This design comes from an exercise in tuning for small area, a short achievable clock period and few clock cycles per item on the open sky130 flow, not from production work.
At most, simulation tests tie the RTL to the original design; equivalence was not proved.
No functional check of the RTL was part of runs 5 to 7.

**design/flow/design.v**
```verilog
`default_nettype none
package dpc_pkg;
	localparam int DEF_VALUE_BITS = 32;
	function automatic logic [39:0] bcd_mask(input int s);
		case (s)
			0: bcd_mask = 40'h0000000000;
			1: bcd_mask = 40'h0000000001;
			2: bcd_mask = 40'h0000000003;
			3: bcd_mask = 40'h0000000007;
			4: bcd_mask = 40'h000000001f;
			5: bcd_mask = 40'h000000003f;
			6: bcd_mask = 40'h000000007f;
			7: bcd_mask = 40'h00000001ff;
			8: bcd_mask = 40'h00000003ff;
			9: bcd_mask = 40'h00000007ff;
			10: bcd_mask = 40'h0000001fff;
			11: bcd_mask = 40'h0000003fff;
			12: bcd_mask = 40'h0000007fff;
			13: bcd_mask = 40'h000000ffff;
			14: bcd_mask = 40'h000001ffff;
			15: bcd_mask = 40'h000003ffff;
			16: bcd_mask = 40'h000007ffff;
			17: bcd_mask = 40'h00001fffff;
			18: bcd_mask = 40'h00003fffff;
			19: bcd_mask = 40'h00007fffff;
			20: bcd_mask = 40'h0001ffffff;
			21: bcd_mask = 40'h0003ffffff;
			22: bcd_mask = 40'h0007ffffff;
			23: bcd_mask = 40'h000fffffff;
			24: bcd_mask = 40'h001fffffff;
			25: bcd_mask = 40'h003fffffff;
			26: bcd_mask = 40'h007fffffff;
			27: bcd_mask = 40'h01ffffffff;
			28: bcd_mask = 40'h03ffffffff;
			29: bcd_mask = 40'h07ffffffff;
			30: bcd_mask = 40'h1fffffffff;
			31: bcd_mask = 40'h3fffffffff;
			default: bcd_mask = 40'hffffffffff;
		endcase
	endfunction
	function automatic logic [3:0] dd_adjust(input logic [3:0] d);
		dd_adjust[3] = d[3] | (d[2] & (d[1] | d[0]));
		dd_adjust[2] = d[3] ? d[0] : (d[2] & !d[1] & !d[0]);
		dd_adjust[1] = d[3] ? !d[0] : (d[2] ? (d[1] & d[0]) : d[1]);
		dd_adjust[0] = d[3] ? !d[0] : (d[2] ? (d[1] & !d[0]) : d[0]);
	endfunction
endpackage
`default_nettype wire
`default_nettype none
module dpc_dd_stage
#(
	parameter int S0 = 0,
	parameter int NB = 8
) (
	input  wire logic [39:0]   in_bcd,
	input  wire logic [NB-1:0] in_bits,
	output logic      [39:0]   out_bcd
);
	logic [39:0] b;
	always_comb begin
		b = in_bcd & dpc_pkg::bcd_mask(S0);
		for (int s = 0; s < NB; s++) begin
			for (int k = 0; k < 10; k++) begin
				b[k*4 +: 4] = dpc_pkg::dd_adjust(b[k*4 +: 4]);
			end
			b = {b[38:0], in_bits[NB-1-s]} & dpc_pkg::bcd_mask(S0 + s + 1);
		end
		out_bcd = b;
	end
endmodule
`default_nettype wire
`default_nettype none
module dpc_sym_pairs (
	input  wire logic [39:0] in_bcd,
	output logic      [10:2] out_eq,
	output logic      [9:1]  out_nz
);
	logic [4:0] peq [11];
	always_comb begin
		for (int i = 1; i < 10; i++) begin
			out_nz[i] = |in_bcd[i*4 +: 4];
		end
		for (int l = 2; l <= 10; l++) begin
			peq[l] = 5'h1f;
			for (int i = 0; i < l / 2; i++) begin
				peq[l][i] = (in_bcd[i*4 +: 4] == in_bcd[(l-1-i)*4 +: 4]);
			end
			out_eq[l] = &peq[l];
		end
	end
endmodule
module dpc_sym_check (
	input  wire logic [10:2] in_eq,
	input  wire logic [9:1]  in_nz,
	output logic             out_pal
);
	logic [9:0] nz;
	logic [9:0] hi_zero;
	logic [9:0] term;
	always_comb begin
		nz = {in_nz, 1'b0};
		for (int l = 0; l < 10; l++) begin
			hi_zero[l] = ((nz >> (l + 1)) == 10'd0);
		end
		term[0] = hi_zero[0];
		for (int l = 2; l <= 10; l++) begin
			term[l-1] = nz[l-1] & hi_zero[l-1] & in_eq[l];
		end
		out_pal = |term;
	end
endmodule
`default_nettype wire
`default_nettype none
module decimal_palindrome_check_unit
#(
	parameter int VALUE_BITS = dpc_pkg::DEF_VALUE_BITS
) (
	input  wire logic                         clk,
	input  wire logic                         arst_n,
	input  wire logic                         in_valid,
	output logic                              in_ready,
	input  wire logic signed [VALUE_BITS-1:0] in_value,
	input  wire logic                         in_is_last,
	output logic                              out_valid,
	input  wire logic                         out_ready,
	output logic signed [VALUE_BITS-1:0]      out_value_echo,
	output logic                              out_is_palindrome,
	output logic                              out_last_out
);
	logic        adv;
	logic        valid_q1;
	logic        last_q1;
	logic [31:0] value_q1;
	logic [39:0] bcd_q1;
	logic [39:0] bcd_nx1;
	logic        valid_q2;
	logic        last_q2;
	logic [31:0] value_q2;
	logic [39:0] bcd_q2;
	logic [39:0] bcd_nx2;
	logic        valid_q3;
	logic        last_q3;
	logic [31:0] value_q3;
	logic [39:0] bcd_q3;
	logic [39:0] bcd_nx3;
	logic        valid_q4;
	logic        last_q4;
	logic [31:0] value_q4;
	logic [39:0] bcd_q4;
	logic [39:0] bcd_nx4;
	logic        valid_q5;
	logic        last_q5;
	logic [31:0] value_q5;
	logic [10:2] eq_q5;
	logic [9:1]  nz_q5;
	logic        neg9_q5;
	logic [39:0] bcd_fin;
	logic [39:0] bcd_mag;
	logic        pal;
	logic [10:2] eq_nx;
	logic [9:1]  nz_nx;
	logic        neg_end9;
	logic [3:0]  d0;
	logic [3:0]  d0_inc;
	assign adv      = !valid_q5 || out_ready;
	assign in_ready = adv;
	dpc_dd_stage #(.S0(0), .NB(7)) u_dd0 (
		.in_bcd  (40'd0),
		.in_bits (in_value[30:24] ^ {7{in_value[31]}}),
		.out_bcd (bcd_nx1)
	);
	dpc_dd_stage #(.S0(7), .NB(7)) u_dd1 (
		.in_bcd  (bcd_q1),
		.in_bits (value_q1[23:17] ^ {7{value_q1[31]}}),
		.out_bcd (bcd_nx2)
	);
	dpc_dd_stage #(.S0(14), .NB(7)) u_dd2 (
		.in_bcd  (bcd_q2),
		.in_bits (value_q2[16:10] ^ {7{value_q2[31]}}),
		.out_bcd (bcd_nx3)
	);
	dpc_dd_stage #(.S0(21), .NB(7)) u_dd3 (
		.in_bcd  (bcd_q3),
		.in_bits (value_q3[9:3] ^ {7{value_q3[31]}}),
		.out_bcd (bcd_nx4)
	);
	dpc_dd_stage #(.S0(28), .NB(3)) u_dd4 (
		.in_bcd  (bcd_q4),
		.in_bits (value_q4[2:0] ^ {3{value_q4[31]}}),
		.out_bcd (bcd_fin)
	);
	assign d0     = bcd_fin[3:0];
	assign d0_inc = {d0[3] | (d0[2] & d0[1] & d0[0]), d0[2] ^ (d0[1] & d0[0]), d0[1] ^ d0[0], !d0[0]};
	assign bcd_mag = {bcd_fin[39:4], value_q4[31] ? d0_inc : d0};
	assign neg_end9 = value_q4[31] && bcd_fin[3] && bcd_fin[0];
	dpc_sym_pairs u_pairs (
		.in_bcd  (bcd_mag),
		.out_eq  (eq_nx),
		.out_nz  (nz_nx)
	);
	always_ff @(posedge clk or negedge arst_n) begin
		if (!arst_n) begin
			valid_q1 <= 1'b0;
			valid_q2 <= 1'b0;
			valid_q3 <= 1'b0;
			valid_q4 <= 1'b0;
			valid_q5 <= 1'b0;
		end else begin
			if (adv) begin
				valid_q1 <= in_valid;
				valid_q2 <= valid_q1;
				valid_q3 <= valid_q2;
				valid_q4 <= valid_q3;
				valid_q5 <= valid_q4;
			end
		end
	end
	always_ff @(posedge clk) begin
		if (adv && in_valid) begin
			last_q1  <= in_is_last;
			value_q1 <= in_value;
			bcd_q1   <= bcd_nx1;
		end
		if (adv && valid_q1) begin
			last_q2  <= last_q1;
			value_q2 <= value_q1;
			bcd_q2   <= bcd_nx2;
		end
		if (adv && valid_q2) begin
			last_q3  <= last_q2;
			value_q3 <= value_q2;
			bcd_q3   <= bcd_nx3;
		end
		if (adv && valid_q3) begin
			last_q4  <= last_q3;
			value_q4 <= value_q3;
			bcd_q4   <= bcd_nx4;
		end
		if (adv && valid_q4) begin
			last_q5  <= last_q4;
			value_q5 <= value_q4;
			eq_q5    <= eq_nx;
			nz_q5    <= nz_nx;
			neg9_q5  <= neg_end9;
		end
	end
	assign out_valid         = valid_q5;
	assign out_last_out      = last_q5;
	assign out_value_echo    = value_q5;
	dpc_sym_check u_sym (
		.in_eq   (eq_q5),
		.in_nz   (nz_q5),
		.out_pal (pal)
	);
	assign out_is_palindrome = pal && !neg9_q5;
endmodule
`default_nettype wire
```
**design/flow/flow/run.sh**
```bash
#!/bin/bash
# The standard layout, with the port buffers made as sky130_fd_sc_hd__buf_1 cells (the flow's
# timing repair resizes them where needed) instead of the slow delay-buffer cell that
# buffer_ports picks by default. Every port still gets its buffer.
set -euo pipefail
export BUFFER_PORTS_ARGS="-buffer_cell sky130_fd_sc_hd__buf_1"
bash standard.sh > standard_flow.log 2>&1
```
**design/flow/standard.sh**
```bash
#!/bin/bash
# synth_recipe.tcl (not shown) runs the flow's synth.tcl, then flattens the netlist and writes it again
# the make line also repeats each setting of config.mk as NAME=value (left out here)
make -C /OpenROAD-flow-scripts/flow DESIGN_CONFIG=/design/flow/config.mk WORK_HOME=/design/flow/orfs CLKGATE_MAP_FILE= SYNTH_SCRIPT=/design/flow/synth_recipe.tcl "${@:-finish}"
```
**design/flow/config.mk**
```make
export PLATFORM = sky130hd
export DESIGN_NAME = decimal_palindrome_check_unit
export DESIGN_NICKNAME = decimal_palindrome_check_unit
export VERILOG_FILES = /design/flow/design.v
export SDC_FILE = /design/flow/constraint.sdc
export NUM_CORES = 4
export LEC_CHECK = 0
export ABC_AREA = 1
export CAP_MARGIN = 20
export CORE_MARGIN = 2
export CORE_UTILIZATION = 40
export SETUP_SLACK_MARGIN = 3.38
export SLEW_MARGIN = 20
```
**design/flow/constraint.sdc**
```tcl
create_clock -name core_clock -period 6.5 [get_ports {clk}]
set_input_delay 1.3000 -clock core_clock [delete_from_list [all_inputs] [get_ports {clk}]]
set_output_delay 1.3000 -clock core_clock [all_outputs]
set_load 0.01 [all_outputs]
```
==> results.yml, run 1 <==
setup_path:
  cp_data_arrival_time_ps: 1890
  crit_path_cell_trace: "a21oi_2 > a211oi_1 > o31ai_1 > o21ai_1 > a21oi_1 > o21bai_1 > inv_1 > buf_2"
  endpoint_kind: "output pin"
  critical_path_class: "flop to output pin"
  cp_max_fo: 1
  start_kind: "flop"
  path_delay_family: "compound AO/OA/AOI/OAI gates"
  cp_slowest_cell: "edfxtp_1"
  crit_required_ps: 5200
  slowest_delay_ps: 390
  path_buf_inv: 2
floorplan:
  num_rows: 81
  fp.coreArea_um2: 48650
  die_w_um: 225.6
  fp.dieArea_um2: 50880
  die_h_um: 225.6
  ios: 73
  start_util_pct: 40.36
timing:
  whs_ps: 411.3
  rsz0062_at_grt: "true"
  tightest_slew_ps: 892.9
  setup_viol: 0
  finClkSkew_ps: 12.30
  final-max-slew-violation-count: 0
  period_needed_ps: 3189
  hold_viol_final: 0
  final.period_utilization_pct: 49.06
  slew_headroom_pct: 40.47
  fin_setup_tns_ps: 0
  max_freq_mhz: 313.6
  setup_ws_ps: 3311
logic_synthesis:
  synth_area_um2: 19640
  ys_warn_count: 9
  yosys.cell_types.count: 64
  synth_area_per_cell_um2: 7.280
  synth.most_common_cell: "nand2_1"
  ys_ff_latch: 275
  synth-main-ff-cell: "edfxtp_1"
  async_flop_share_pct: 1.818
  synth_top_area_share_pct: 41.29
  synthTopCellsByArea: "edfxtp_1 (41%), nand2_1 (17%), inv_1 (7.0%)"
  synth_top_area_cell: "edfxtp_1"
  synth_edf_count: 270
  synth_commonest_cells: "nand2_1 (878), inv_1 (368), edfxtp_1 (270)"
  synth_cells: 2697
  synth_nets: 2735
  synth_seq_area_share_pct: 41.93
grt:
  globalRoute.totalOverflow: 0
  grt_pass1_wl_um: 69010
  antenna_found_initial: 0
  track_usage_pct: 15.96
  grt_max_degree: 69
  grt_pass1_vias: 16080
cts:
  clk_latency_ps: 590
  cts_root_buffer: "clkbuf_16"
  clk_pin_slew_ps: 60
  cts.sinks: 275
  cts_hold_buf: 0
  ctsLongestPathBuffers: 3
  cts_max_level: 1
  cts_tree: "built"
  cts_buffers: 31
placed_design:
  dp_hpwl_um: 30860
  place_congestion: 0.8768
  dp_cells: 3389
  port_buffers: 72
  post-place-ws_ps: 2776
detailed_routing:
  firstDrtPassIters: 5
  ant_nets: 0
  vias: 16920
  drtIter0Drc: 702
  remaining_drc_errors: 0
  wirelength_um: 40800
  wire_per_inst_um: 11.74
  vias_per_cell: 4.870
status:
  status: "no timing/DRC/antenna violations"
finish:
  area_growth_pct: 14.83
  final_nets: 2868
  diodes: 0
  drive_gt1_share_pct: 16.69
  fin_cells: 3474
min_path:
  hold_class: "flop to flop"
run:
  max_cap_viol_count: 0
## area by class of cell
type                    count  area, um^2
flip-flops and latches    275        8233
inverters                 467        1753
multi-input cells        1947       10210
clock buffers              36       794.5
well taps                 622       778.2
clock inverters            19       215.2
fillers                  4766       26100
repair buffers            108       568.0
## stage by stage
| step | util, % | cell area (um^2) |
|---|---|---|
| floorplan | - | 19680 |
| global placement | 42.61 | 20730 |
| detailed placement | 42.61 | 20730 |
| CTS | 44.72 | 21750 |
| global route | 46.35 | 22550 |
| finish | 46.35 | 22550 |
## logic make-up (layout without fill, tap and decap cells)
| family | after synthesis | in the layout | share of synthesized area (%) |
|---|---|---|---|
| AO/OA/AOI/OAI | 374 | 374 | 12.13 |
| XOR/XNOR | 96 | 96 | 4.512 |
| adder cells (fa/ha/maj) | 1 | 1 | 0.06371 |
| buffers and inverters | 475 | 630 | 9.195 |
| flip-flops | 275 | 275 | 41.93 |
| multiplexers | 1 | 1 | 0.05098 |
| AND/OR/NAND/NOR | 1475 | 1475 | 32.12 |
## final timing paths
path | start | to | slack, ps | cells after the start
hold / removal | value_q4[18] | value_q5[18] | 410 | 0
setup / recovery | nz_q5[1] | out_is_palindrome | 3310 | 8
min in group asynchronous | arst_n | valid_q4 | 560 | 1
max in group asynchronous | arst_n | valid_q1 | 5730 | 1
setup reg to reg | bcd_q4[11] | eq_q5[10] | 3540 | 14
hold reg to reg | value_q4[18] | value_q5[18] | 410 | 0
## routing by layer
metal  vias up  wire length [um]  GRT usage [%]
met3        67              1006          1.864
met5         -                 0              0
met2       172             21520          31.55
li1       9020                 -              -
met1      7658             17260          17.90
met4         0              1015          4.080
## registers in the layout (all words and copies together), names as in the netlist, 17 cells and up
name	cells
value_q5	32
bcd_q2	17
value_q2	32
bcd_q4	34
value_q4	32
bcd_q3	26
value_q3	32
value_q1	32
## placed cells by master, fill, tap and decap left out, types with 6 or more instances in the layout
master      count
nor2_1        196
a21oi_2        29
xor2_1         48
nand3_2        15
o21ai_0        79
inv_1         362
clkinvlp_4      7
o21ai_2        37
clkbuf_16      31
o21bai_1        9
nor3_1          7
clkinv_1        6
buf_1          70
o21ai_1        67
nand3_1       191
nor2_4         24
edfxtp_1      270
buf_4          34
a21oi_1        72
a21oi_4        14
xnor2_1        40
o211ai_1       12
nand2_1       842
o22ai_1        19
nor2_2         54
nand4_1        37
inv_2         101
nand2_2        76
nor4_1         11
## worst reg2reg max path: stages (launching register included)
cell and delay, ps:
edfxtp_1 430, inv_1 130, nand2_1 110, o22ai_2 160, nand2_1 110, o21ai_0 340, inv_1 100, nand2_1 70
and3_1 380, inv_1 190, nand2_1 130, nand4_1 100, nor4_1 340, nand3_1 110, nor2_1 110
## repair_timing
action                     in CTS  in global routing
setup endpoints to repair       9                 81
buffers inserted                0                 30
pin swaps                       0                 33
gates cloned                    0                  0
resized for setup               5                150
Testbench counts, summed over its fixed seeds: cycles 12,040, items 12,000.
==> inputs of run 2 (changes only) <==
--- a/design/flow/config.mk
+++ b/design/flow/config.mk
@@ -9,5 +9,5 @@
 export CAP_MARGIN = 20
 export CORE_MARGIN = 2
 export CORE_UTILIZATION = 40
-export SETUP_SLACK_MARGIN = 3.38
+export SETUP_SLACK_MARGIN = 3.3
 export SLEW_MARGIN = 20
==> results.yml, run 2 <==
detailed_routing:
  wirelength_um: 40690
  ant_nets: 0
  vias_per_cell: 4.883
  firstDrtPassIters: 5
  wire_per_inst_um: 11.75
  remaining_drc_errors: 0
  vias: 16920
  drtIter0Drc: 684
setup_path:
  critical_path_class: "flop to output pin"
  start_kind: "flop"
  cp_data_arrival_time_ps: 1910
  endpoint_kind: "output pin"
  r2r_slack_ps: 3490
  slowest_delay_ps: 410
  cp_max_fo: 2
  cp_slowest_cell: "edfxtp_1"
  crit_required_ps: 5200
  crit_path_cell_trace: "a21oi_2 > a211oi_2 > o31ai_1 > o21ai_1 > a21oi_1 > o21bai_1 > inv_1 > buf_2"
logic_synthesis:
  synth_edf_count: 270
  synthXorXnorAreaFrac_pct: 4.512
  yosys.cell_types.count: 64
  ys_warn_count: 9
  synth_area_um2: 19640
  synth_area_per_cell_um2: 7.280
  synth-main-ff-cell: "edfxtp_1"
  synth_compound_area_share_pct: 12.13
  ys_ff_latch: 275
  synth_top_area_share_pct: 41.29
  async_flop_share_pct: 1.818
  synth_nets: 2735
  synth_top_area_cell: "edfxtp_1"
  synth.most_common_cell: "nand2_1"
  synth_seq_area_share_pct: 41.93
  synthTopCellsByArea: "edfxtp_1 (41%), nand2_1 (17%), inv_1 (7.0%)"
  yosys.area_share.simple_pct: 32.12
  synth_cells: 2697
  synth.area.mux_share_pct: 0.05098
  synth_commonest_cells: "nand2_1 (878), inv_1 (368), edfxtp_1 (270)"
  synth_top_family_by_area: "simple AND/OR/NAND/NOR gates"
  synth_fa_ha_area_share_pct: 0.06372
floorplan:
  fp.coreArea_um2: 48650
  die_w_um: 225.6
  ios: 73
  die_h_um: 225.6
  fp.dieArea_um2: 50880
  start_util_pct: 40.36
  num_rows: 81
placed_design:
  dp_hpwl_um: 31210
  port_buffers: 72
  dp_cells: 3388
  place_congestion: 0.8617
grt:
  grt_pass1_vias: 16170
  globalRoute.totalOverflow: 0
  grt_max_degree: 61
  grt_pass1_wl_um: 69610
  track_usage_pct: 16.09
  antenna_found_initial: 0
cts:
  cts.sinks: 275
  cts_root_buffer: "clkbuf_16"
  clk_latency_ps: 590
  cts_tree: "built"
  cts_buffers: 31
  cts_max_level: 1
  ctsLongestPathBuffers: 3
  cts_hold_buf: 0
  clk_pin_slew_ps: 60
finish:
  area_growth_pct: 12.64
  diodes: 0
  final_common_cell: "nand2_1"
  layout_common_cells: "nand2_1 (872), inv_1 (365), edfxtp_1 (270), nor2_1 (215), nand3_1 (193)"
  regArea_um2: 8233
  top_register: "bcd_q4"
  fin_cells: 3464
  largest_reg_flops: 34
  drive_gt1_share_pct: 13.93
  multi_input_area_um2: 9872
  nFillCells: 4745
  final_nets: 2856
status:
  status: "no timing/DRC/antenna violations"
timing:
  hold_viol_final: 0
  tightest_slew_ps: 787.9
  rsz0062_at_grt: "true"
  finClkSkew_ps: 9.014
  fin_setup_tns_ps: 0
  slew_headroom_pct: 47.47
  period_needed_ps: 3206
  final-max-slew-violation-count: 0
  setup_viol: 0
  max_freq_mhz: 311.9
  final.period_utilization_pct: 49.33
min_path:
  hold_class: "flop to flop"
run:
  max_cap_viol_count: 0
run 2: what timing repair did:
| item | 4_1_cts | 5_1_grt |
|---|---|---|
| cloned | 0 | 1 |
| endpoints found under the setup margin | 5 | 57 |
| pin swaps | 1 | 10 |
| resized for setup | 7 | 59 |
| setup buffers | 0 | 18 |
run 2: final cells by class:
class | instances | area share [%]
Clock buffer | 32 | 3.524
Clock inverter | 25 | 1.103
Sequential cell | 275 | 37.22
Timing Repair Buffer | 95 | 2.070
Tap cell | 622 | 3.519
Multi-Input combinational cell | 1948 | 44.63
Inverter | 467 | 7.926
run 2: per-layer routing:
layer	vias to the layer above	wire length (um)	global-route usage [%]
li1	9004	-	-
met1	7698	17290	18.00
met2	159	21530	31.92
met3	55	940	1.838
met4	0	921	4.080
met5	-	0	0
run 2: cells by family (layout without fill, tap and decap cells):
logic type / Yosys count / after routing
adders and majority gates: 1 / 1
AOI/OAI and AO/OA: 374 / 374
buffers and inverters: 475 / 619
and+or+nand+nor: 1475 / 1476
xor gates and xnor gates: 96 / 96
muxes: 1 / 1
DFF: 275 / 275
run 2: metrics by stage:
| step | worst slack [ps] | cell area, um^2 | utilization, % | hold WS, ps |
|---|---|---|---|---|
| floorplan | 2920 | 19650 | - | 400.3 |
| global placement | 2832 | 20700 | 42.56 | 400.9 |
| detailed placement | 2765 | 20700 | 42.56 | 404.5 |
| CTS | 3192 | 21750 | 44.71 | 415.8 |
| global route | 3164 | 22120 | 45.47 | 420.4 |
| finish | 3294 | 22120 | 45.47 | 414.1 |
run 2: critical path, delay by kind of cell, from the launching register on:
family                 cells  cell delay (ps)
buffers and inverters      2              170
DFF                        1              410
AOI/OAI and AO/OA          6              750
run 2: worst paths after layout:
check	startpoint	end	cells after the start
max	nz_q5[2]	out_is_palindrome	8
min	value_q1[26]	value_q2[26]	0
max reg2reg	bcd_q4[11]	eq_q5[10]	13
min reg2reg	value_q1[26]	value_q2[26]	0
max in group asynchronous	arst_n	valid_q5	1
min in group asynchronous	arst_n	valid_q4	1
==> inputs of run 3 (changes only) <==
--- a/design/flow/config.mk
+++ b/design/flow/config.mk
@@ -9,5 +9,5 @@
 export CAP_MARGIN = 20
 export CORE_MARGIN = 2
 export CORE_UTILIZATION = 40
-export SETUP_SLACK_MARGIN = 3.3
+export SETUP_SLACK_MARGIN = 3.0
 export SLEW_MARGIN = 20
==> results.yml, run 3 <==
status:
  status: "no timing/DRC/antenna violations"
grt:
  grt_pass1_vias: 16290
  grt_pass1_wl_um: 69860
  globalRoute.totalOverflow: 0
  grt_max_degree: 69
  track_usage_pct: 16.14
  antenna_found_initial: 0
logic_synthesis:
  synth_edf_count: 270
  yosys.cell_types.count: 64
  synth_area_um2: 19640
  synthTopCellsByArea: "edfxtp_1 (41%), nand2_1 (17%), inv_1 (7.0%)"
  synth_nets: 2735
  ys_ff_latch: 275
  ys_warn_count: 9
  synth_area_per_cell_um2: 7.280
  synth_cells: 2697
  synth-main-ff-cell: "edfxtp_1"
  synth_top_area_share_pct: 41.29
  synth_seq_area_share_pct: 41.93
  async_flop_share_pct: 1.818
  synth_top_area_cell: "edfxtp_1"
  synth_commonest_cells: "nand2_1 (878), inv_1 (368), edfxtp_1 (270)"
  synth.most_common_cell: "nand2_1"
cts:
  cts_buffers: 31
  cts_max_level: 1
  clk_pin_slew_ps: 60
  clk_latency_ps: 570
  cts_hold_buf: 0
  cts_tree: "built"
  cts_root_buffer: "clkbuf_16"
  ctsLongestPathBuffers: 3
  cts.sinks: 275
run:
  max_cap_viol_count: 0
finish:
  final_nets: 2838
  drive_gt1_share_pct: 11.79
  layout_common_cells: "nand2_1 (878), inv_1 (368), edfxtp_1 (270), nor2_1 (224), nand3_1 (196)"
  diodes: 0
  largest_reg_flops: 34
  area_growth_pct: 10.88
  top_register: "bcd_q4"
  final_common_cell: "nand2_1"
placed_design:
  port_buffers: 72
  dp_hpwl_um: 30950
  place_congestion: 0.8578
setup_path:
  start_kind: "input port"
  critical_path_class: "input port to output pin"
  worstReg2RegEnd: "eq_q5[3]"
  r2r_slack_ps: 3290
  cp_data_arrival_time_ps: 1990
  crit_required_ps: 5200
  endpoint_kind: "output pin"
  r2r_start: "bcd_q4[3]"
  r2r_cells: 12
  cp_max_fo: 7
floorplan:
  start_util_pct: 40.36
  fp.dieArea_um2: 50880
  die_w_um: 225.6
  ios: 73
  die_h_um: 225.6
  fp.coreArea_um2: 48650
  num_rows: 81
timing:
  fin_setup_tns_ps: 0
  final.period_utilization_pct: 50.68
  slew_headroom_pct: 40.23
  hold_viol_final: 0
  tightest_slew_ps: 896.6
  max_freq_mhz: 303.6
  finClkSkew_ps: 11.05
  final-max-slew-violation-count: 0
  rsz0062_at_grt: "true"
  setup_viol: 0
  period_needed_ps: 3294
detailed_routing:
  vias: 16710
  wire_per_inst_um: 11.50
  ant_nets: 0
  wirelength_um: 39650
  firstDrtPassIters: 5
  drtIter0Drc: 677
  vias_per_cell: 4.847
  remaining_drc_errors: 0
min_path:
  min_to: "value_q5[20]"
  worstHoldStart: "value_q4[20]"
  hold_class: "flop to flop"
  hold_depth: 0
## run 3: changes by cell type in the layout (fill, tap and decap cells not counted), sizes merged
cell	delta
inv	+1
nor2	-1
bufinv	+1
clkinv	-6
clkinvlp	+1
buf	-17
clkbuf	+4
## run 3: cells by family (layout without fill, tap and decap cells)
group                      after synthesis  in the layout  share of synthesized area, %
buffers and inverters                  475            603                         9.195
AOI/OAI and AO/OA                      374            374                         12.13
DFF                                    275            275                         41.93
muxes                                    1              1                       0.05098
adders and majority gates                1              1                       0.06371
xor gates and xnor gates                96             96                         4.512
and+or+nand+nor                       1475           1475                         32.12
## run 3: how the worst max path moves through the flow
stage                      start         to  slack [ps]
floorplan              out_ready  bcd_q4[0]        2920
CTS                    out_ready   in_ready        3040
global placement    in_value[31]  bcd_q1[5]        2760
global route           bcd_q4[3]   eq_q5[3]        2970
detailed placement  in_value[31]  bcd_q1[1]        2660
finish                 out_ready   in_ready        3210
## run 3: worst max-delay path, cell delays in order
cell	delay (ps)
buf_1	100
nor2_4	270
inv_1	170
buf_1	160
## run 3: final cells by class
type | count | area (um^2)
clock inverters | 22 | 245.2
inverters | 467 | 1753
clock buffers | 36 | 794.5
repair buffers | 78 | 316.6
multi-input cells | 1947 | 9652
well taps | 622 | 778.2
fillers | 4720 | 26870
flip-flops and latches | 275 | 8233
## run 3: layer usage
| layer | part of all wire (%) | GRT usage [%] | routed length (um) |
|---|---|---|---|
| met2 | 52 | 32.23 | 20780 |
| met1 | 43 | 17.94 | 17120 |
| met3 | 2.2 | 1.943 | 853 |
| met4 | 2.2 | 3.824 | 889 |
| met5 | 0 | 0 | 0 |
## run 3: metrics by stage
step	setup WS (ps)	instance area (um^2)	utilization, %	hold slack (ps)	std cells
detailed placement	2661	20710	42.56	404.5	3389
global placement	2760	20710	42.56	400.7	3389
floorplan	2920	19650	-	400.3	2697
CTS	3041	21750	44.71	416.9	3447
finish	3206	21770	44.76	411.8	3447
global route	2969	21770	44.76	422.1	3447
## run 3: what timing repair did
action | CTS | global route
resized for setup | 1 | 5
setup endpoints to repair | 1 | 6
setup buffers | 0 | 0
==> inputs of run 4 (changes only) <==
--- a/design/flow/config.mk
+++ b/design/flow/config.mk
@@ -9,5 +9,5 @@
 export CAP_MARGIN = 20
 export CORE_MARGIN = 2
 export CORE_UTILIZATION = 40
-export SETUP_SLACK_MARGIN = 3.0
+export SETUP_SLACK_MARGIN = 3.35
 export SLEW_MARGIN = 20
==> results.yml, run 4 <==
logic_synthesis:
  async_flop_share_pct: 1.818
  synth_top_area_share_pct: 41.29
  synth_area_per_cell_um2: 7.280
  ys_ff_latch: 275
  yosys.cell_types.count: 64
  synth_top_area_cell: "edfxtp_1"
  synth_seq_area_share_pct: 41.93
  synth_nets: 2735
  synth_cells: 2697
  synth_commonest_cells: "nand2_1 (878), inv_1 (368), edfxtp_1 (270)"
  synthTopCellsByArea: "edfxtp_1 (41%), nand2_1 (17%), inv_1 (7.0%)"
  synth.most_common_cell: "nand2_1"
  synth_area_um2: 19640
  ys_warn_count: 9
  synth_edf_count: 270
  synth-main-ff-cell: "edfxtp_1"
setup_path:
  slowest_delay_ps: 380
  worstReg2RegEnd: "eq_q5[10]"
  critical_path_class: "flop to output pin"
  crit_path_cell_trace: "a21oi_1 > a211oi_1 > o31ai_1 > o21ai_1 > a21oi_1 > o21bai_1 > inv_1 > clkbuf_2"
  r2r_slack_ps: 3490
  r2r_start: "bcd_q4[27]"
  cp_slowest_cell: "edfxtp_1"
  endpoint_kind: "output pin"
  cp_data_arrival_time_ps: 1800
  start_kind: "flop"
  path_depth: 8
  crit_required_ps: 5200
  worstSetupEndpoint: "out_is_palindrome"
  setup.worst_path.start: "nz_q5[2]"
  r2r_cells: 13
  path_buf_inv: 2
  cp_max_fo: 2
  path_delay_family: "compound AO/OA/AOI/OAI gates"
  cp_common_cell: "a21oi_1"
grt:
  grt_max_degree: 69
  use_met3_pct: 2.243
  globalRoute.totalOverflow: 0
  antenna_found_initial: 0
  grt_busiest_layer: "met2"
  grt_pass1_wl_um: 69730
  grt_pass1_vias: 16120
  grt_util_met2_pct: 31.96
  track_usage_pct: 16.31
  use_met1_pct: 18.12
cts:
  ctsLongestPathBuffers: 3
  cts_max_level: 2
  clk_latency_ps: 530
  clk_pin_slew_ps: 60
  cts_root_buffer: "clkbuf_16"
  cts.sinks: 275
  cts_tree: "built"
  cts_buffers: 34
floorplan:
  die_h_um: 225.6
  start_util_pct: 40.36
  die_w_um: 225.6
  fp.coreArea_um2: 48650
  ios: 73
  fp.dieArea_um2: 50880
  num_rows: 81
finish:
  drive_gt1_share_pct: 15.14
  final_nets: 2868
  area_growth_pct: 13.67
  nFillCells: 4809
  diodes: 0
  multi_input_area_um2: 10000
  top_register: "bcd_q4"
  finish.utilization_pct: 45.88
  layout_common_cells: "nand2_1 (858), inv_1 (364), edfxtp_1 (270), nor2_1 (210), nand3_1 (194)"
  largest_reg_flops: 34
  final_common_cell: "nand2_1"
  fin_cells: 3475
  regArea_um2: 8233
timing:
  tightest_slew_ps: 909.4
  period_needed_ps: 3102
  final.period_utilization_pct: 47.73
  max_freq_mhz: 322.3
  slew_headroom_pct: 39.38
  setup_viol: 0
  rsz0062_at_grt: "true"
  finClkSkew_ps: 11.65
  fin_setup_tns_ps: 0
  final-max-slew-violation-count: 0
  hold_viol_final: 0
detailed_routing:
  ant_nets: 0
  firstDrtPassIters: 7
  wirelength_um: 40910
  vias: 16810
  drtIter0Drc: 743
  wire_per_inst_um: 11.77
  remaining_drc_errors: 0
  vias_per_cell: 4.836
run:
  max_cap_viol_count: 0
placed_design:
  dp_hpwl_um: 30980
  place_congestion: 0.8618
  port_buffers: 72
  dp_cells: 3388
status:
  status: "no timing/DRC/antenna violations"
min_path:
  hold_class: "flop to flop"
## run 4: changes by cell type in the layout (fill, tap and decap cells not counted), sizes merged
cell / previous run / this run
buf: 77 / 103
clkinvlp: 5 / 1
inv: 469 / 468
clkbuf: 37 / 46
clkinv: 11 / 13
bufinv: 4 / 0
## run 4: worst min path at each step
stage                   endpoint  depth (start not counted)         start
global placement         last_q2                          0       last_q1
floorplan                last_q2                          0       last_q1
global route         value_q5[4]                          0   value_q4[4]
finish              value_q4[29]                          0  value_q3[29]
detailed placement  value_q2[26]                          0  value_q1[26]
CTS                 value_q4[28]                          0  value_q3[28]
## run 4: cell families after synthesis
logic type,count (synthesis),share of synthesized area [%]
buf+inv,475,9.195
compound gates,374,12.13
simple gates,1475,32.12
flops,275,41.93
fa+ha+maj,1,0.06371
xor+xnor,96,4.512
mux,1,0.05098
## run 4: cell type report
| type | instances | area share, % |
|---|---|---|
| timing repair buffer | 105 | 2.388 |
| inverter | 467 | 7.854 |
| clock inverter | 15 | 0.4821 |
| clock buffer | 44 | 4.076 |
| sequential | 275 | 36.89 |
| multi-input combinational | 1947 | 44.83 |
| tap | 622 | 3.487 |
## run 4: repair_timing
action	in CTS	in global routing
hold buffers	0	0
setup endpoints to repair	8	81
pin swaps	0	10
setup buffers	0	28
resized for setup	5	97
## run 4: per-stage QoR
step	hold slack (ps)	area, um^2	worst slack (ps)
3_5_place_dp	404.5	20710	2783
4_1_cts	414.8	21750	3197
3_3_place_gp	400.3	20710	2831
6_report	412.3	22320	3398
2_1_floorplan	400.3	19670	3232
5_1_grt	419.5	22320	3171
## run 4: routing by layer
layer  up-vias  routed length [um]  share of wire [%]
met5         -                   0                  0
met3        50                 928                2.3
li1       9026                   -                  -
met4         0                 828                2.0
met2       137               21520                 53
met1      7593               17630                 43
## run 4: worst register-to-register path: cells and delay by family, from the launching register on
kind	cells	cell delay, ps
simple gates	7	1120
xor+xnor	1	130
flops	1	430
compound gates	3	1020
buf+inv	2	160
==> inputs of run 5 (changes only) <==
--- a/design/flow/design.v
+++ b/design/flow/design.v
@@ -174,19 +174,19 @@
 		.in_bits (value_q1[23:17] ^ {7{value_q1[31]}}),
 		.out_bcd (bcd_nx2)
 	);
-	dpc_dd_stage #(.S0(14), .NB(7)) u_dd2 (
+	dpc_dd_stage #(.S0(14), .NB(8)) u_dd2 (
 		.in_bcd  (bcd_q2),
-		.in_bits (value_q2[16:10] ^ {7{value_q2[31]}}),
+		.in_bits (value_q2[16:9] ^ {8{value_q2[31]}}),
 		.out_bcd (bcd_nx3)
 	);
-	dpc_dd_stage #(.S0(21), .NB(7)) u_dd3 (
+	dpc_dd_stage #(.S0(22), .NB(7)) u_dd3 (
 		.in_bcd  (bcd_q3),
-		.in_bits (value_q3[9:3] ^ {7{value_q3[31]}}),
+		.in_bits (value_q3[8:2] ^ {7{value_q3[31]}}),
 		.out_bcd (bcd_nx4)
 	);
-	dpc_dd_stage #(.S0(28), .NB(3)) u_dd4 (
+	dpc_dd_stage #(.S0(29), .NB(2)) u_dd4 (
 		.in_bcd  (bcd_q4),
-		.in_bits (value_q4[2:0] ^ {3{value_q4[31]}}),
+		.in_bits (value_q4[1:0] ^ {2{value_q4[31]}}),
 		.out_bcd (bcd_fin)
 	);
 	assign d0     = bcd_fin[3:0];
--- a/design/flow/config.mk
+++ b/design/flow/config.mk
@@ -9,5 +9,5 @@
 export CAP_MARGIN = 20
 export CORE_MARGIN = 2
 export CORE_UTILIZATION = 40
-export SETUP_SLACK_MARGIN = 3.35
+export SETUP_SLACK_MARGIN = 3.55
 export SLEW_MARGIN = 20
==> results.yml, run 5 <==
detailed_routing:
  ant_nets: 0
  vias_per_cell: 5.161
  firstDrtPassIters: 17
  wire_per_inst_um: 14.41
  wirelength_um: 51350
  drtIter0Drc: 846
  remaining_drc_errors: 0
  vias: 18390
floorplan:
  fp.dieArea_um2: 49080
  start_util_pct: 40.57
  die_w_um: 221.5
  die_h_um: 221.5
  fp.coreArea_um2: 46650
  ios: 73
  num_rows: 79
cts:
  cts.sinks: 277
  clk_latency_ps: 550
  clk_pin_slew_ps: 60
  ctsLongestPathBuffers: 3
  cts_buffers: 34
  cts_root_buffer: "clkbuf_16"
  cts_max_level: 2
  cts_tree: "built"
grt:
  use_met1_pct: 17.77
  antenna_found_initial: 0
  grt_util_met2_pct: 34.77
  grt_pass1_wl_um: 72230
  grt_max_degree: 62
  use_met3_pct: 2.266
  grt_pass1_vias: 16830
  track_usage_pct: 17.15
  globalRoute.totalOverflow: 0
  grt_busiest_layer: "met2"
placed_design:
  port_buffers: 72
  post-place-ws_ps: 2876
  dp_hpwl_um: 29520
  place_congestion: 0.9458
  placed_area_um2: 20050
  dp_cells: 3275
timing:
  max_freq_mhz: 299.9
  hold_viol_final: 0
  rsz0062_at_grt: "true"
  tightest_slew_ps: 873.8
  slew_headroom_pct: 41.75
  final-max-slew-violation-count: 0
  period_needed_ps: 3334
  fin_setup_tns_ps: 0
  finClkSkew_ps: 26.04
  whs_ps: 414.5
  setup_viol: 0
  final.period_utilization_pct: 51.30
  setup_ws_ps: 3166
logic_synthesis:
  synth_top_area_share_pct: 43.15
  yosys.cell_types.count: 57
  synth_edf_count: 272
  synth_top_area_cell: "edfxtp_1"
  synth_area_per_cell_um2: 7.294
  synth_seq_area_share_pct: 43.81
  synthTopCellsByArea: "edfxtp_1 (43%), nand2_1 (17%), inv_1 (7.7%)"
  async_flop_share_pct: 1.805
  synth_nets: 2633
  synth-main-ff-cell: "edfxtp_1"
  synth_area_um2: 18930
  synth.most_common_cell: "nand2_1"
  ys_ff_latch: 277
  synth_cells: 2595
  ys_warn_count: 9
  synth_commonest_cells: "nand2_1 (833), inv_1 (388), edfxtp_1 (272)"
setup_path:
  crit_required_ps: 6790
  cp_data_arrival_time_ps: 3620
  endpoint_kind: "flop"
  critical_path_class: "flop to flop"
  cp_max_fo: 4
  start_kind: "flop"
run:
  max_cap_viol_count: 0
finish:
  area_growth_pct: 46.49
  diodes: 0
  largest_reg_flops: 35
  fin_area_um2: 27730
  layout_common_cells: "nand2_1 (451), inv_1 (285), nand2_2 (281), edfxtp_1 (272), buf_4 (203)"
  drive_gt1_share_pct: 45.59
  final_common_cell: "nand2_1"
  final_nets: 2973
  top_register: "bcd_q4"
  fin_cells: 3564
min_path:
  hold_class: "flop to flop"
status:
  status: "no timing/DRC/antenna violations"
==> run 5: metrics by stage <==
step	util (%)
final	59.43
after global routing	59.43
after CTS	50.37
after detailed placement	42.97
after global placement	42.97
after floorplan	-
==> run 5: kinds of logic after synthesis <==
group           count (synthesis)  synth area share (%)
compound gates                406                 13.04
xor+xnor                       84                 3.966
fa+ha+maj                       1               0.06609
buf+inv                       456                 9.142
flops                         277                 43.81
mux                             1               0.05288
simple gates                 1370                 29.92
==> run 5: metal layers <==
layer / vias up / wire, um
met5: - / 0
met2: 331 / 29480
li1: 9178 / -
met3: 133 / 1271
met4: 0 / 1632
met1: 8752 / 18970
==> run 5: what timing repair did <==
item / CTS / global route
setup endpoints to repair: 86 / 119
hold buffers: 0 / 0
cloned: 0 / 0
pin swaps: 212 / 385
buffers inserted: 108 / 123
gates resized for setup: 445 / 903
==> run 5: layout make-up <==
class	count	area, um^2
well taps	607	759.5
clock buffers	40	894.6
inverters	450	1747
clock inverters	18	240.2
flip-flops and latches	277	8293
fillers	3732	18930
multi-input cells	1862	13570
repair buffers	310	2227
==> run 5: worst paths after layout <==
kind	startpoint	end	slack [ps]	depth (start not counted)
max reg2reg	bcd_q2[3]	bcd_q3[13]	3170	24
min in group asynchronous	arst_n	valid_q4	620	1
min	value_q3[10]	value_q4[10]	410	0
min reg2reg	value_q3[10]	value_q4[10]	410	0
max in group asynchronous	arst_n	valid_q1	5650	1
max	bcd_q2[3]	bcd_q3[13]	3170	24
==> run 5: critical path, cell delays in order, from the launching register on <==
cell,delay (ps)
edfxtp_1,440
nor2_4,190
nand2_1,120
nand2_2,140
inv_2,70
nand2_2,110
nand2_4,70
nor2_4,170
nand2_4,120
a21oi_4,210
nand2_4,90
o21ai_4,230
buf_6,140
a21oi_4,40
buf_6,120
a21oi_2,130
nand2_2,100
nand2_2,110
nand2_2,80
nand2_2,80
nand2_2,70
nand2_1,70
nand2_1,60
nand2_1,50
nand2_1,40
==> inputs of run 6 (changes only) <==
--- a/design/flow/design.v
+++ b/design/flow/design.v
@@ -72,42 +72,38 @@
 `default_nettype none
 module dpc_sym_pairs (
 	input  wire logic [39:0] in_bcd,
-	output logic      [10:2] out_eq,
-	output logic      [9:1]  out_nz
-);
-	logic [4:0] peq [11];
+	input  wire logic        in_not,
+	output logic      [9:0]  out_term
+);
+	logic [9:0]  nz;
+	logic [9:0]  hi_zero;
+	logic [4:0]  peq [11];
+	logic [10:0] eq;
 	always_comb begin
-		for (int i = 1; i < 10; i++) begin
-			out_nz[i] = |in_bcd[i*4 +: 4];
-		end
-		for (int l = 2; l <= 10; l++) begin
+		for (int i = 0; i < 10; i++) begin
+			nz[i] = |in_bcd[i*4 +: 4];
+		end
+		for (int l = 0; l < 10; l++) begin
+			hi_zero[l] = ((nz >> (l + 1)) == 10'd0);
+		end
+		for (int l = 0; l <= 10; l++) begin
 			peq[l] = 5'h1f;
 			for (int i = 0; i < l / 2; i++) begin
 				peq[l][i] = (in_bcd[i*4 +: 4] == in_bcd[(l-1-i)*4 +: 4]);
 			end
-			out_eq[l] = &peq[l];
+			eq[l] = &peq[l];
+		end
+		out_term[0] = hi_zero[0] & !in_not;
+		for (int l = 2; l <= 10; l++) begin
+			out_term[l-1] = nz[l-1] & hi_zero[l-1] & eq[l] & !in_not;
 		end
 	end
 endmodule
 module dpc_sym_check (
-	input  wire logic [10:2] in_eq,
-	input  wire logic [9:1]  in_nz,
-	output logic             out_pal
-);
-	logic [9:0] nz;
-	logic [9:0] hi_zero;
-	logic [9:0] term;
-	always_comb begin
-		nz = {in_nz, 1'b0};
-		for (int l = 0; l < 10; l++) begin
-			hi_zero[l] = ((nz >> (l + 1)) == 10'd0);
-		end
-		term[0] = hi_zero[0];
-		for (int l = 2; l <= 10; l++) begin
-			term[l-1] = nz[l-1] & hi_zero[l-1] & in_eq[l];
-		end
-		out_pal = |term;
-	end
+	input  wire logic [9:0] in_term,
+	output logic            out_pal
+);
+	assign out_pal = |in_term;
 endmodule
 `default_nettype wire
 `default_nettype none
@@ -151,32 +147,28 @@
 	logic        valid_q5;
 	logic        last_q5;
 	logic [31:0] value_q5;
-	logic [10:2] eq_q5;
-	logic [9:1]  nz_q5;
-	logic        neg9_q5;
+	logic [9:0]  term_q5;
 	logic [39:0] bcd_fin;
 	logic [39:0] bcd_mag;
-	logic        pal;
-	logic [10:2] eq_nx;
-	logic [9:1]  nz_nx;
+	logic [9:0]  term_nx;
 	logic        neg_end9;
 	logic [3:0]  d0;
 	logic [3:0]  d0_inc;
 	assign adv      = !valid_q5 || out_ready;
 	assign in_ready = adv;
-	dpc_dd_stage #(.S0(0), .NB(7)) u_dd0 (
+	dpc_dd_stage #(.S0(0), .NB(8)) u_dd0 (
 		.in_bcd  (40'd0),
-		.in_bits (in_value[30:24] ^ {7{in_value[31]}}),
+		.in_bits (in_value[30:23] ^ {8{in_value[31]}}),
 		.out_bcd (bcd_nx1)
 	);
-	dpc_dd_stage #(.S0(7), .NB(7)) u_dd1 (
+	dpc_dd_stage #(.S0(8), .NB(7)) u_dd1 (
 		.in_bcd  (bcd_q1),
-		.in_bits (value_q1[23:17] ^ {7{value_q1[31]}}),
+		.in_bits (value_q1[22:16] ^ {7{value_q1[31]}}),
 		.out_bcd (bcd_nx2)
 	);
-	dpc_dd_stage #(.S0(14), .NB(8)) u_dd2 (
+	dpc_dd_stage #(.S0(15), .NB(7)) u_dd2 (
 		.in_bcd  (bcd_q2),
-		.in_bits (value_q2[16:9] ^ {8{value_q2[31]}}),
+		.in_bits (value_q2[15:9] ^ {7{value_q2[31]}}),
 		.out_bcd (bcd_nx3)
 	);
 	dpc_dd_stage #(.S0(22), .NB(7)) u_dd3 (
@@ -194,9 +186,9 @@
 	assign bcd_mag = {bcd_fin[39:4], value_q4[31] ? d0_inc : d0};
 	assign neg_end9 = value_q4[31] && bcd_fin[3] && bcd_fin[0];
 	dpc_sym_pairs u_pairs (
-		.in_bcd  (bcd_mag),
-		.out_eq  (eq_nx),
-		.out_nz  (nz_nx)
+		.in_bcd   (bcd_mag),
+		.in_not   (neg_end9),
+		.out_term (term_nx)
 	);
 	always_ff @(posedge clk or negedge arst_n) begin
 		if (!arst_n) begin
@@ -239,19 +231,15 @@
 		if (adv && valid_q4) begin
 			last_q5  <= last_q4;
 			value_q5 <= value_q4;
-			eq_q5    <= eq_nx;
-			nz_q5    <= nz_nx;
-			neg9_q5  <= neg_end9;
+			term_q5  <= term_nx;
 		end
 	end
 	assign out_valid         = valid_q5;
 	assign out_last_out      = last_q5;
 	assign out_value_echo    = value_q5;
 	dpc_sym_check u_sym (
-		.in_eq   (eq_q5),
-		.in_nz   (nz_q5),
-		.out_pal (pal)
-	);
-	assign out_is_palindrome = pal && !neg9_q5;
-endmodule
-`default_nettype wire
+		.in_term (term_q5),
+		.out_pal (out_is_palindrome)
+	);
+endmodule
+`default_nettype wire
--- a/design/flow/config.mk
+++ b/design/flow/config.mk
@@ -9,5 +9,5 @@
 export CAP_MARGIN = 20
 export CORE_MARGIN = 2
 export CORE_UTILIZATION = 40
-export SETUP_SLACK_MARGIN = 3.55
+export SETUP_SLACK_MARGIN = 3.0
 export SLEW_MARGIN = 20
==> results.yml, run 6 <==
status:
  status: "no timing/DRC/antenna violations"
floorplan:
  fp.dieArea_um2: 51150
  die_h_um: 226.2
  start_util_pct: 40.42
  ios: 73
  num_rows: 81
  die_w_um: 226.2
  fp.coreArea_um2: 48850
setup_path:
  endpoint_kind: "output pin"
  start_kind: "input port"
  crit_path_cell_trace: "buf_1 > nor2_4 > inv_1 > buf_1"
  critical_path_class: "input port to output pin"
  cp_data_arrival_time_ps: 2000
  crit_required_ps: 5200
  slowest_delay_ps: 270
  cp_slowest_cell: "nor2_4"
  setup.worst_path.start: "out_ready"
  r2r_slack_ps: 3350
  r2r_start: "bcd_q4[7]"
  cp_max_fo: 7
  cp_common_cell: "buf_1"
timing:
  final-max-slew-violation-count: 0
  final.period_utilization_pct: 50.69
  fin_setup_tns_ps: 0
  whs_ps: 416.7
  rsz0062_at_grt: "true"
  period_needed_ps: 3295
  tightest_slew_ps: 985.9
  finClkSkew_ps: 16.07
  max_freq_mhz: 303.5
  hold_viol_final: 0
  setup_viol: 0
  slew_headroom_pct: 34.18
  setup_ws_ps: 3205
logic_synthesis:
  ys_ff_latch: 270
  synth_nets: 2737
  synth_top_area_cell: "edfxtp_1"
  synth_top_area_share_pct: 40.31
  synth.most_common_cell: "nand2_1"
  synth_commonest_cells: "nand2_1 (819), inv_1 (368), nor2_1 (273)"
  synthTopCellsByArea: "edfxtp_1 (40%), nand2_1 (16%), inv_1 (7.0%)"
  async_flop_share_pct: 1.852
  synth_area_per_cell_um2: 7.315
  synth_area_um2: 19740
  synth_cells: 2699
  yosys.cell_types.count: 61
  synth_edf_count: 265
  ys_warn_count: 8
  synth-main-ff-cell: "edfxtp_1"
  synth_seq_area_share_pct: 40.94
detailed_routing:
  vias: 16870
  remaining_drc_errors: 0
  wire_per_inst_um: 11.52
  vias_per_cell: 4.836
  met1Wirelength_um: 17170
  wirelength_um: 40170
  ant_nets: 0
  drtIter0Drc: 698
  top_layer_used: "met4"
  dr_wl_met3_um: 945
  wl_met2_um: 20830
  firstDrtPassIters: 5
grt:
  antenna_found_initial: 0
  track_usage_pct: 16.00
  globalRoute.totalOverflow: 0
  grt_max_degree: 70
  grt_pass1_wl_um: 69560
  grt_pass1_vias: 16030
finish:
  top_register: "bcd_q4"
  layout_common_cells: "nand2_1 (819), inv_1 (367), nor2_1 (268), edfxtp_1 (265), nand3_1 (182)"
  diodes: 0
  final_common_cell: "nand2_1"
  final_nets: 2838
  fin_cells: 3488
  drive_gt1_share_pct: 13.49
  largest_reg_flops: 35
  area_growth_pct: 10.63
  multi_input_area_um2: 9990
  regArea_um2: 8083
  nFillCells: 4854
run:
  max_cap_viol_count: 0
placed_design:
  dp_hpwl_um: 31570
  post-place-ws_ps: 2442
  port_buffers: 72
  place_congestion: 0.8768
  dp_cells: 3432
cts:
  ctsLongestPathBuffers: 3
  cts_root_buffer: "clkbuf_16"
  cts_hold_buf: 0
  cts_buffers: 30
  cts_tree: "built"
  cts.sinks: 270
  clk_latency_ps: 580
  cts_max_level: 1
  clk_pin_slew_ps: 60
min_path:
  worstHoldStart: "value_q4[28]"
  hold_class: "flop to flop"
## run 6: cell count changes after synthesis, sizes merged, moves of 6 or more
| cell | change |
|---|---|
| nor3 | -8 |
| nand3 | +31 |
| a21oi | +7 |
| nand2 | +54 |
| nor2 | +45 |
| inv | -6 |
| edfxtp | -7 |
| nor4 | +9 |
| xnor2 | -10 |
| o22ai | +9 |
| o211ai | -7 |
## run 6: layout make-up
cell class,instances,area share (%)
tap,664,3.804
timing repair buffer,78,1.449
multi-input combinational,1976,45.74
clock inverter,24,0.8936
clock buffer,32,3.471
inverter,444,7.642
sequential,270,37.01
## run 6: timing repair
action | 4_1_cts | 5_1_grt
buffers inserted | 0 | 0
endpoints found under the setup margin | 1 | 9
pin swaps | 0 | 1
resized for setup | 1 | 5
cloned | 0 | 0
## run 6: cell families after synthesis
logic type | synth area share (%)
AOI/OAI and AO/OA | 13.35
xor gates and xnor gates | 3.403
adders and majority gates | 0.06337
buffers and inverters | 8.733
DFF | 40.94
and+or+nand+nor | 33.51
## run 6: stage by stage
stage | util (%) | instance area (um^2)
6_report | 44.71 | 21840
5_1_grt | 44.71 | 21840
4_1_cts | 44.67 | 21820
3_5_place_dp | 42.71 | 20860
3_3_place_gp | 42.71 | 20860
2_1_floorplan | - | 19750
## run 6: path summary, 6_finish.rpt
kind                                     end  cells past startpoint
worst min-delay path            value_q5[28]                      0
max in group asynchronous           valid_q5                      1
worst max-delay path                in_ready                      4
worst min register to register  value_q5[28]                      0
min in group asynchronous           valid_q1                      1
worst max register to register    term_q5[8]                     11
## run 6: worst max-delay path, delay by kind of cell
family	cells	cell delay, ps
buf+inv	3	430
simple gates	1	270
## run 6: metal layers
layer	vias to the layer above	GRT usage, %
met5	-	0
met4	0	5.051
met3	73	1.795
met2	162	31.10
met1	7620	18.03
li1	9013	-
==> inputs of run 7 (changes only) <==
--- a/design/flow/config.mk
+++ b/design/flow/config.mk
@@ -9,5 +9,6 @@
 export CAP_MARGIN = 20
 export CORE_MARGIN = 2
 export CORE_UTILIZATION = 40
+export CTS_BUF_LIST = sky130_fd_sc_hd__clkbuf_4 sky130_fd_sc_hd__clkbuf_8
 export SETUP_SLACK_MARGIN = 3.0
 export SLEW_MARGIN = 20
==> results.yml, run 7 <==
floorplan:
  die_w_um: 226.2
  num_rows: 81
  fp.dieArea_um2: 51150
  fp.coreArea_um2: 48850
  start_util_pct: 40.42
  die_h_um: 226.2
  ios: 73
logic_synthesis:
  synth_nets: 2737
  ys_warn_count: 8
  yosys.area_share.simple_pct: 33.51
  synth_top_family_by_area: "simple AND/OR/NAND/NOR gates"
  synth_edf_count: 265
  synthXorXnorAreaFrac_pct: 3.403
  synth_area_per_cell_um2: 7.315
  synthTopCellsByArea: "edfxtp_1 (40%), nand2_1 (16%), inv_1 (7.0%)"
  synth.most_common_cell: "nand2_1"
  synth_top_area_share_pct: 40.31
  synth_cells: 2699
  synth-main-ff-cell: "edfxtp_1"
  synth_top_area_cell: "edfxtp_1"
  async_flop_share_pct: 1.852
  synth_fa_ha_area_share_pct: 0.06338
  synth_seq_area_share_pct: 40.94
  synth_compound_area_share_pct: 13.35
  ys_ff_latch: 270
  synth.area.mux_share_pct: 0
  yosys.cell_types.count: 61
  synth_commonest_cells: "nand2_1 (819), inv_1 (368), nor2_1 (273)"
  synth_area_um2: 19740
grt:
  grt_pass1_wl_um: 69820
  grt_max_degree: 70
  antenna_found_initial: 1
  grt_pass1_vias: 16250
  track_usage_pct: 16.19
  globalRoute.totalOverflow: 0
detailed_routing:
  wire_per_inst_um: 11.50
  vias: 16970
  firstDrtPassIters: 5
  ant_nets: 0
  wirelength_um: 40480
  remaining_drc_errors: 0
  drtIter0Drc: 712
  vias_per_cell: 4.821
setup_path:
  cp_slowest_cell: "nor2_4"
  r2r_start: "bcd_q4[7]"
  crit_path_cell_trace: "buf_1 > nor2_4 > inv_1 > buf_1"
  cp_max_fo: 7
  r2r_cells: 11
  endpoint_kind: "output pin"
  cp_common_cell: "buf_1"
  critical_path_class: "input port to output pin"
  crit_required_ps: 5200
  slowest_delay_ps: 270
  start_kind: "input port"
  cp_data_arrival_time_ps: 1990
  r2r_slack_ps: 3410
  worstReg2RegEnd: "term_q5[8]"
placed_design:
  dp_hpwl_um: 31570
  place_congestion: 0.8768
  port_buffers: 72
cts:
  cts_max_level: 2
  cts.sinks: 270
  cts_buffers: 48
  clk_latency_ps: 620
  cts_root_buffer: "clkbuf_8"
  cts_tree: "built"
  cts_hold_buf: 0
  ctsLongestPathBuffers: 3
  clk_pin_slew_ps: 60
status:
  status: "no timing/DRC/antenna violations"
timing:
  setup_viol: 0
  slew_headroom_pct: 33.02
  period_needed_ps: 3294
  final-max-slew-violation-count: 0
  hold_viol_final: 0
  tightest_slew_ps: 1003
  rsz0062_at_grt: "true"
  max_freq_mhz: 303.5
  final.period_utilization_pct: 50.68
  fin_setup_tns_ps: 0
  finClkSkew_ps: 29.13
  whs_ps: 412.9
finish:
  layout_common_cells: "nand2_1 (819), inv_1 (367), nor2_1 (268), edfxtp_1 (265), nand3_1 (182)"
  top_register: "bcd_q4"
  largest_reg_flops: 35
  area_growth_pct: 11.23
  drive_gt1_share_pct: 14.29
  final_common_cell: "nand2_1"
  final_nets: 2856
min_path:
  hold_class: "flop to flop"
  worstHoldStart: "value_q1[25]"
  hold_depth: 0
  min_to: "value_q2[25]"
run:
  max_cap_viol_count: 0
run 7: cell counts after synthesis:
No cell type changed its count.
run 7: logic make-up (layout without fill, tap and decap cells):
| group | after synthesis | after routing |
|---|---|---|
| XOR/XNOR | 72 | 72 |
| AO/OA/AOI/OAI | 404 | 404 |
| adder cells (fa/ha/maj) | 1 | 1 |
| AND/OR/NAND/NOR | 1499 | 1499 |
| buffers and inverters | 453 | 609 |
| flip-flops | 270 | 270 |
| other | 0 | 1 |
run 7: what timing repair did:
item	in CTS	in global routing
resized for setup	1	5
setup endpoints to repair	1	8
buffers inserted	0	0
endpoints found under the hold margin	0	0
run 7: routing by layer:
metal / global-route usage [%] / part of all wire, %
met1: 17.78 / 42
met2: 31.14 / 52
met3: 2.316 / 2.5
met4: 6.176 / 2.9
met5: 0 / 0
run 7: final cells by class:
class	count	area, um^2
clock buffers	60	750.7
repair buffers	78	316.6
fillers	4854	26890
well taps	664	830.8
clock inverters	27	317.8
multi-input cells	1976	9990
inverters	444	1669
flip-flops and latches	270	8083
diodes	1	2.502
run 7: per-stage QoR:
step / setup slack (ps) / utilization (%) / instances / instance area, um^2
global route: 2965 / 44.95 / 3520 / 21960
detailed placement: 2442 / 42.71 / 3432 / 20860
global placement: 2552 / 42.71 / 3432 / 20860
CTS: 3042 / 44.90 / 3519 / 21930
floorplan: 2893 / - / 2699 / 19750
finish: 3206 / 44.95 / 3520 / 21960
run 7: worst max path at each step:
| stage | slack (ps) | depth (start not counted) | from | to |
|---|---|---|---|---|
| floorplan | 2890 | 2 | out_ready | bcd_q4[0] |
| global placement | 2550 | 16 | in_value[31] | bcd_q1[1] |
| detailed placement | 2440 | 16 | in_value[31] | bcd_q1[1] |
| CTS | 3040 | 4 | out_ready | in_ready |
| global route | 2970 | 19 | in_value[31] | bcd_q1[1] |
| finish | 3210 | 4 | out_ready | in_ready |
run 7: worst max-delay path: cells and delay by family:
kind | cells | cell delay, ps
buffers and inverters | 3 | 430
AND/OR/NAND/NOR | 1 | 270

[port drivers added, routing unchanged]
How much do the figures lean on ideal ports? The routed layouts below were timed once more, with nothing changed but the port constraints. Step 1: set_driving_cell puts a clkbuf_16 on clk and a buf_2 on each other input, an assumption about the parent block. Step 2 times the ports against the registers' clock, not the clock port: input delays grow and output delays shrink by t, the midpoint of the rising clock arrivals with the driver on. Slacks: ideal ports / drivers / drivers and shift; pairs: ideal ports / drivers.
run	t (ns)	setup WS [ns]	hold slack, ns	clock arrival spread, ns	worst slew at a driven data input, ns
run 1	0.631	3.311 / 3.260 / 3.038	0.411 / 0.411 / 0.411	0.012 / 0.013	0.04
run 2	0.635	3.294 / 3.240 / 2.913	0.414 / 0.414 / 0.414	0.010 / 0.009	0.04
run 3	0.622	3.206 / 3.172 / 2.859	0.412 / 0.412 / 0.412	0.012 / 0.012	0.05
run 4	0.578	3.398 / 3.346 / 3.077	0.412 / 0.412 / 0.412	0.014 / 0.014	0.05
run 5	0.596	3.166 / 3.166 / 3.134	0.415 / 0.415 / 0.415	0.029 / 0.030	0.04
run 6	0.629	3.205 / 3.185 / 2.691	0.417 / 0.417 / 0.417	0.016 / 0.017	0.05
run 7	0.654	3.206 / 3.186 / 2.686	0.413 / 0.413 / 0.413	0.029 / 0.030	0.05
After both steps every run listed still meets setup and hold. For run 7, which loses most, drivers alone change the setup slack by -0.020 ns; drivers and shift together by -0.520 ns.
